From an optimization exercise on the open Yosys and OpenROAD flow, aimed at small area, a short achievable clock period and few clock cycles; shortcuts taken in it are not production practice. Only simulation tests tie the RTL to the original design; equivalence was not proved.

Setup of run A:
Design neuron_pe, start of the top module:
module neuron_pe #(
    parameter int N     = 6,
    parameter int BITS  = 16,
    parameter int FRAC  = 8
) (
    input  logic                  clk,
    input  logic                  rst_n,
    input  logic                  load_w,
    input  logic                  start,
    input  logic                  bp,
    input  logic [1:0]            act_sel,
    input  logic [N*BITS-1:0]     x,
    input  logic [N*BITS-1:0]     w,
    input  logic [BITS-1:0]       b,
    input  logic [BITS-1:0]       dz_in,
    input  logic [BITS-1:0]       w_in,
    input  logic [BITS-1:0]       lr,
    output logic                  busy,
    output logic                  done,
    output logic [BITS-1:0]       y,
    output logic [(N+1)*BITS-1:0] w_out
);
    typedef logic signed [15:0] word_t;
    function automatic word_t sadd(input word_t a, input word_t c);
        logic signed [16:0] s;
        s = {a[15], a} + {c[15], c};
        if (s[16] != s[15])
            sadd = {s[16], {15{~s[16]}}};
        else
            sadd = s[15:0];
    endfunction
    function automatic word_t act_gate(input logic [1:0] a, input logic neg,
  ...
clock: 22.0 ns
lec_check: 0
abc_area: 1
cap_margin: 60
core_margin: 2
core_utilization: 40
slew_margin: 80
standard.sh (not shown) runs the stock make flow with config.mk's settings and CLKGATE_MAP_FILE= SYNTH_SCRIPT=/design/flow/synth_recipe.tcl, a recipe that flattens the netlist after the stock synthesis.
==> flow/flow/run.sh <==
#!/bin/bash
# Layout flow: the standard ORFS flow (standard synthesis unchanged), with
# the port buffers that global placement inserts made plain buf_1 cells
# instead of the default delay buffers. Every port still gets its buffer.
set -euo pipefail
export BUFFER_PORTS_ARGS="-buffer_cell sky130_fd_sc_hd__buf_1"
bash standard.sh > standard.log 2>&1
Testbench counts of run A, summed over its fixed seeds: cycles 10,392.
The inputs of run B differ from those of run A as listed below.
Settings: swapping 80 for 90 in SLEW_MARGIN.
Pre-CTS setup slack for run B is lower than for run A.
Diff run A..run B | share of synthesized cell area in and, or, nand and nor gates | unchanged
Run B never completed; the flow aborted with a tool error in 5_1_grt.
Run B against run A: post-synthesis share of cell area spent on xor and xnor gates has remained practically unchanged; placement-stage cell area has increased; placed wire-length estimate after detailed placement has increased; placed instance count has increased.
Multiplexer area fraction after synthesis: run A vs run B identical
Reported for run A and run B, cell row count turned out identical to the last digit.
Of run A and run B, the run reporting the higher buffer count from post-CTS setup fixing was run B.
As far as post-synthesis compound-gate area fraction is concerned, run A and run B perform about the same.
Against run A, run B comes in 28 higher on post-cts sizing count.
Modified inputs, run C compared to run B
Settings: changing CAP_MARGIN from 60 to 20; changing SLEW_MARGIN from 90 to 60.
## What came out
Run C | status: complete | timing, DRC, antenna: pass
As far as post-synthesis cell count goes, run C and run B are indistinguishable; the numbers are identical.
[compare] base=run B new=run C: number of post-CTS setup repair buffers decreased 5, fraction of the mapped netlist area in adder cells shows no meaningful change.
Inputs modified between run C and run D:
Settings: changing CORE_UTILIZATION from 40 to 55; changing CAP_MARGIN from 20 to 40.
==> results.txt <==
- Run D vs run C, slack of the critical path went down by 0.080 ns.
- Summary — relative slew slack, run D relative to run C: lower, by 1.9 points.
- Run D and run C ended up with roughly the same number of global-route vias before repair.
- Compared with run C, placement density in the core of run D is higher.
### run D -> run E
Settings: swapping 55 for 40 in CORE_UTILIZATION; swapping 40 for 20 in CAP_MARGIN; swapping 60 for 20 in SLEW_MARGIN.
==> flow/run.sh (new file) <==
#!/bin/bash
# synth_recipe.tcl (not shown) runs the flow's synth.tcl, then flattens the netlist and writes it again
# the make line also repeats each setting of config.mk as NAME=value (left out here)
make -C /OpenROAD-flow-scripts/flow DESIGN_CONFIG=/design/flow/config.mk WORK_HOME=/design/flow/orfs CLKGATE_MAP_FILE= SYNTH_SCRIPT=/design/flow/synth_recipe.tcl finish
removed: flow/flow/run.sh
removed: flow/standard.sh
## What came out
Of the two candidates, run D has the worse number of design-rule violations left by the first detailed-router iteration and run E the better one.
Comparing run E and run D, the higher clock period minus worst slack is on run E.
In run E relative to run D, routed wire length had gone up by a little under 10%.

v29:
Another version of the RTL of neuron_pe (not shown whole).
Size in the first run: ~350 flip-flops, roughly 0.022 mm² of cells after synthesis.
export LEC_CHECK = 0
export ABC_AREA = 1
export CAP_MARGIN = 20
export CORE_MARGIN = 2
export CORE_UTILIZATION = 40
export CTS_CLUSTER_DIAMETER = 80
export CTS_CLUSTER_SIZE = 30
export PLACE_DENSITY = 0.7
export SLEW_MARGIN = 70
create_clock -name core_clock -period 22.0 [get_ports {clk}]
==> flow/flow/run.sh <==
#!/bin/bash
# Layout flow: the standard ORFS flow (standard synthesis unchanged), with
# the port buffers that global placement inserts made plain buf_1 cells
# instead of the default delay buffers. Every port still gets its buffer.
set -euo pipefail
export BUFFER_PORTS_ARGS="-buffer_cell sky130_fd_sc_hd__buf_1"
bash standard.sh > standard.log 2>&1
Testbench counts of v29, summed over its fixed seeds: cycles 10,392.
#### Input delta (v3 over v29)
--- a/flow/config.mk
+++ b/flow/config.mk
@@ -11,5 +11,2 @@
 export CORE_UTILIZATION = 40
-export CTS_CLUSTER_DIAMETER = 80
-export CTS_CLUSTER_SIZE = 30
-export PLACE_DENSITY = 0.7
-export SLEW_MARGIN = 70
+export SLEW_MARGIN = 60
--- outcome ---
v29 -> v3: design area increased slightly
v3 vs v29, first-pass GRT wire length went up by about 5%.
Sort v29 and v3 by core utilization, descending, and v3 comes first.
Changes in v50 relative to v3:
--- a/flow/config.mk
+++ b/flow/config.mk
@@ -11,2 +11,4 @@
 export CORE_UTILIZATION = 40
-export SLEW_MARGIN = 60
+export CTS_CLUSTER_DIAMETER = 80
+export CTS_CLUSTER_SIZE = 30
+export SLEW_MARGIN = 50
Findings:
Having completed the whole flow, v50 delivered a layout that passed the timing, design-rule and antenna checks. v50 reports a lower clock skew than v3 does. Cell count went down slightly going from v3 to v50. Compared with v3, v50 shows a smallest setup slack after layout that is 0.38 ns lower.
Inputs modified between v50 and v28:
--- a/flow/config.mk
+++ b/flow/config.mk
@@ -11,4 +11,4 @@
 export CORE_UTILIZATION = 40
-export CTS_CLUSTER_DIAMETER = 80
-export CTS_CLUSTER_SIZE = 30
-export SLEW_MARGIN = 50
+export CTS_CLUSTER_DIAMETER = 60
+export CTS_CLUSTER_SIZE = 40
+export SLEW_MARGIN = 70
Results
- Row non-clock buffer count: v28 higher / v50 lower
- The higher worst hold slack of v28 and v50 is in v50.
- Delta(core occupancy in the finished layout, v28 - v50) > 0
- Between v28 and v50, it is v28 whose total placed instance area is higher, by 1.3%.
- Relative to v50, wire length of the first global-routing pass has gone up in v28.
- Re transition time of the tightest slew-check pin: v50 was higher than v28.
- In the tables for v28 and v50, post-detailed-routing wire length reads lower with v50.
- In v28, the final critical-path required period came out 0.58 ns below the value in v50.
- First-pass iteration count of the detailed router is higher on v28
- Changes observed in v28 relative to v50: via count increased 0.33%; final area picked up an extra about 3%.

## cedar
neuron_pe again, from the RTL that the note above started with.
Design neuron_pe, start of the top module:
module neuron_pe #(
    parameter int N     = 6,
    parameter int BITS  = 16,
    parameter int FRAC  = 8
) (
    input  logic                  clk,
    input  logic                  rst_n,
    input  logic                  load_w,
    input  logic                  start,
    input  logic                  bp,
    input  logic [1:0]            act_sel,
    input  logic [N*BITS-1:0]     x,
    input  logic [N*BITS-1:0]     w,
    input  logic [BITS-1:0]       b,
    input  logic [BITS-1:0]       dz_in,
    input  logic [BITS-1:0]       w_in,
    input  logic [BITS-1:0]       lr,
    output logic                  busy,
    output logic                  done,
    output logic [BITS-1:0]       y,
    output logic [(N+1)*BITS-1:0] w_out
);
clock: 22.0 ns
lec_check: 0
abc_area: 1
cap_margin: 0
core_margin: 2
core_utilization: 40
cts_cluster_diameter: 80
cts_cluster_size: 30
slew_margin: 70
Scripts as last shown in full above: flow/flow/run.sh
Testbench counts of cedar, summed over its fixed seeds: cycles 10,392.
Modified inputs, zinc compared to cedar
Settings: a deleted CTS_CLUSTER_DIAMETER that had been 80; a change of CAP_MARGIN from 0 to 60; a change of SLEW_MARGIN from 70 to 80; a deleted CTS_CLUSTER_SIZE that had been 30.
==> results.txt <==
- zinc: done, clean on timing, DRC and antenna
- Register share of the cell area, zinc and cedar, higher one = cedar.
- Taking cedar as the reference, in zinc share of the clock period used by the worst path held, critical path data arrival time shows an increase of 20 ps.
- From cedar to zinc the numbers moved as follows: worst setup slack shows an increase of 4.3 ps; number of buffers and inverters on the critical path shows an increase of 2.
- Summary of zinc over cedar: clock slew seen by the registers of the worst setup and hold paths moved down; maximum frequency flat; number of cells on the critical path up 3.6%; final cell count went up by 65.
diff inputs: zinc => nickel
Settings: an added CTS_CLUSTER_DIAMETER of 80; an added CTS_CLUSTER_SIZE of 35; a change of SLEW_MARGIN from 80 to 70; a change of CAP_MARGIN from 60 to 20.
Findings:
Going from zinc to nickel, area overhead of the layout relative to synthesis has decreased; share of the cycle needed by the critical path after routing did not really move. Comparing nickel and zinc, count of clock buffers in the final design is lower on nickel. Per the comparison of nickel with zinc, post-synthesis instance area comparable; total stage count of the critical path moved down. Comparing nickel and zinc, non-clock buffer count is lower on nickel. Any difference in critical path's largest stage delay between zinc and nickel is small enough to ignore. Re synthesized cell count: no difference whatsoever between nickel and zinc.

## build 73
Starting RTL as in the previous note.
export LEC_CHECK = 0
export ABC_AREA = 1
export CAP_MARGIN = 20
export CORE_MARGIN = 2
export CORE_UTILIZATION = 40
export SLEW_MARGIN = 70
create_clock -name core_clock -period 22.0 [get_ports {clk}]
Scripts as last shown in full above: flow/flow/run.sh
Testbench counts of build 73, summed over its fixed seeds: cycles 10,392.
[inputs] build 87 vs build 73
Settings: CTS_CLUSTER_SIZE newly set to 30; CTS_CLUSTER_DIAMETER newly set to 100.
--- outcome ---
Taking build 73 as the reference, in build 87 initial cell density of the core did not really move. Between build 87 and build 73, post-route clock period utilization is higher for build 73, build 87 comes in under that. Routed wirelength normalized by instance count: lower on build 73. Build 73 has a lower setup slack than build 87. Diff build 73 -> build 87 | final area | decrease of 2.8%.
[inputs] build 94 vs build 87
Settings: CTS_CLUSTER_DIAMETER changed from 100 to 80; GPL_ROUTABILITY_DRIVEN newly set to 0.
Notes after the runs:
Delta (build 94 minus build 87): final count of pins violating max slew shows no meaningful change; share of the clock period used by the worst path shows no meaningful change.
Diff build 94 and build 87: worst path setup slack after routing lower in build 94
Relative to build 87, the detailed-route wire length per cell measured on build 94 has decreased slightly.
End-of-flow core utilization of build 87 is on par with build 94.
Delta (build 94 minus build 87): number of clock buffers inserted by TritonCTS increased 3.
Inputs modified between build 94 and build 89:
Settings: GPL_ROUTABILITY_DRIVEN removed (was 0).
## What came out
Build 89 -> build 94: reported max-cap violation count delta 0, exact match. Delta (build 89 minus build 94): clock-buffer cell count increased by 3 relative to the old numbers, smallest setup slack after layout increased by 34 ps relative to the old numbers, cell count after placement closely matched the old numbers. Compared build 89 vs build 94, and via count of the first global-routing pass is down in build 89. Build 89 against build 94; final standard cell area without fillers is up slightly. In the route summary, build 89 ends up with a via count below that of build 94.

## separate check: timing with driven ports
The flow's constraints put no driver on any port. The routed layouts listed below were extracted and timed again, unchanged, in two steps. Step 1 sets driving cells, clkbuf_16 on the clock port and buf_2 on the other inputs (assumed; they add their load-dependent delay and slew). Step 2 also shifts input and output timing later by t, the mid clock arrival at the registers, as if the neighbouring blocks saw the same clock. Slacks: ideal / step 1 / step 2; pairs: ideal / step 1.
run | shift t [ns] | setup slack, ns | worst hold slack (ns) | slew at the worst register clock pin (ns)
run A | 0.639 | 16.244 / 16.196 / 15.638 | 0.504 / 0.504 / 0.504 | 0.07 / 0.07
run C | 0.635 | 15.966 / 15.966 / 15.473 | 0.510 / 0.510 / 0.510 | 0.07 / 0.07
run D | 0.618 | 15.886 / 15.886 / 15.576 | 0.513 / 0.513 / 0.513 | 0.07 / 0.07
run E | 0.631 | 15.392 / 15.428 / 14.797 | 0.503 / 0.503 / 0.503 | 0.07 / 0.07
v29 | 0.620 | 16.225 / 16.225 / 15.740 | 0.499 / 0.499 / 0.499 | 0.11 / 0.11
v3 | 0.616 | 16.041 / 16.079 / 15.463 | 0.495 / 0.495 / 0.495 | 0.06 / 0.06
v50 | 0.630 | 15.664 / 15.705 / 15.075 | 0.506 / 0.506 / 0.506 | 0.11 / 0.11
v28 | 0.618 | 16.248 / 16.248 / 15.764 | 0.494 / 0.494 / 0.494 | 0.08 / 0.08
cedar | 0.635 | 16.263 / 16.206 / 15.721 | 0.500 / 0.500 / 0.500 | 0.11 / 0.11
zinc | 0.615 | 16.267 / 16.229 / 15.827 | 0.495 / 0.495 / 0.495 | 0.06 / 0.06
nickel | 0.636 | 16.280 / 16.218 / 15.737 | 0.500 / 0.500 / 0.500 | 0.12 / 0.12
build 73 | 0.622 | 16.192 / 16.192 / 15.729 | 0.491 / 0.491 / 0.491 | 0.06 / 0.06
build 87 | 0.603 | 16.233 / 16.212 / 15.830 | 0.501 / 0.501 / 0.501 | 0.12 / 0.12
build 94 | 0.611 | 16.229 / 16.225 / 15.757 | 0.499 / 0.499 / 0.499 | 0.11 / 0.11
build 89 | 0.635 | 16.263 / 16.206 / 15.721 | 0.500 / 0.500 / 0.500 | 0.11 / 0.11
After both steps every run listed still meets setup and hold. The setup slack of run A, which loses most, moves by -0.048 ns with the drivers and by -0.606 ns with both steps.
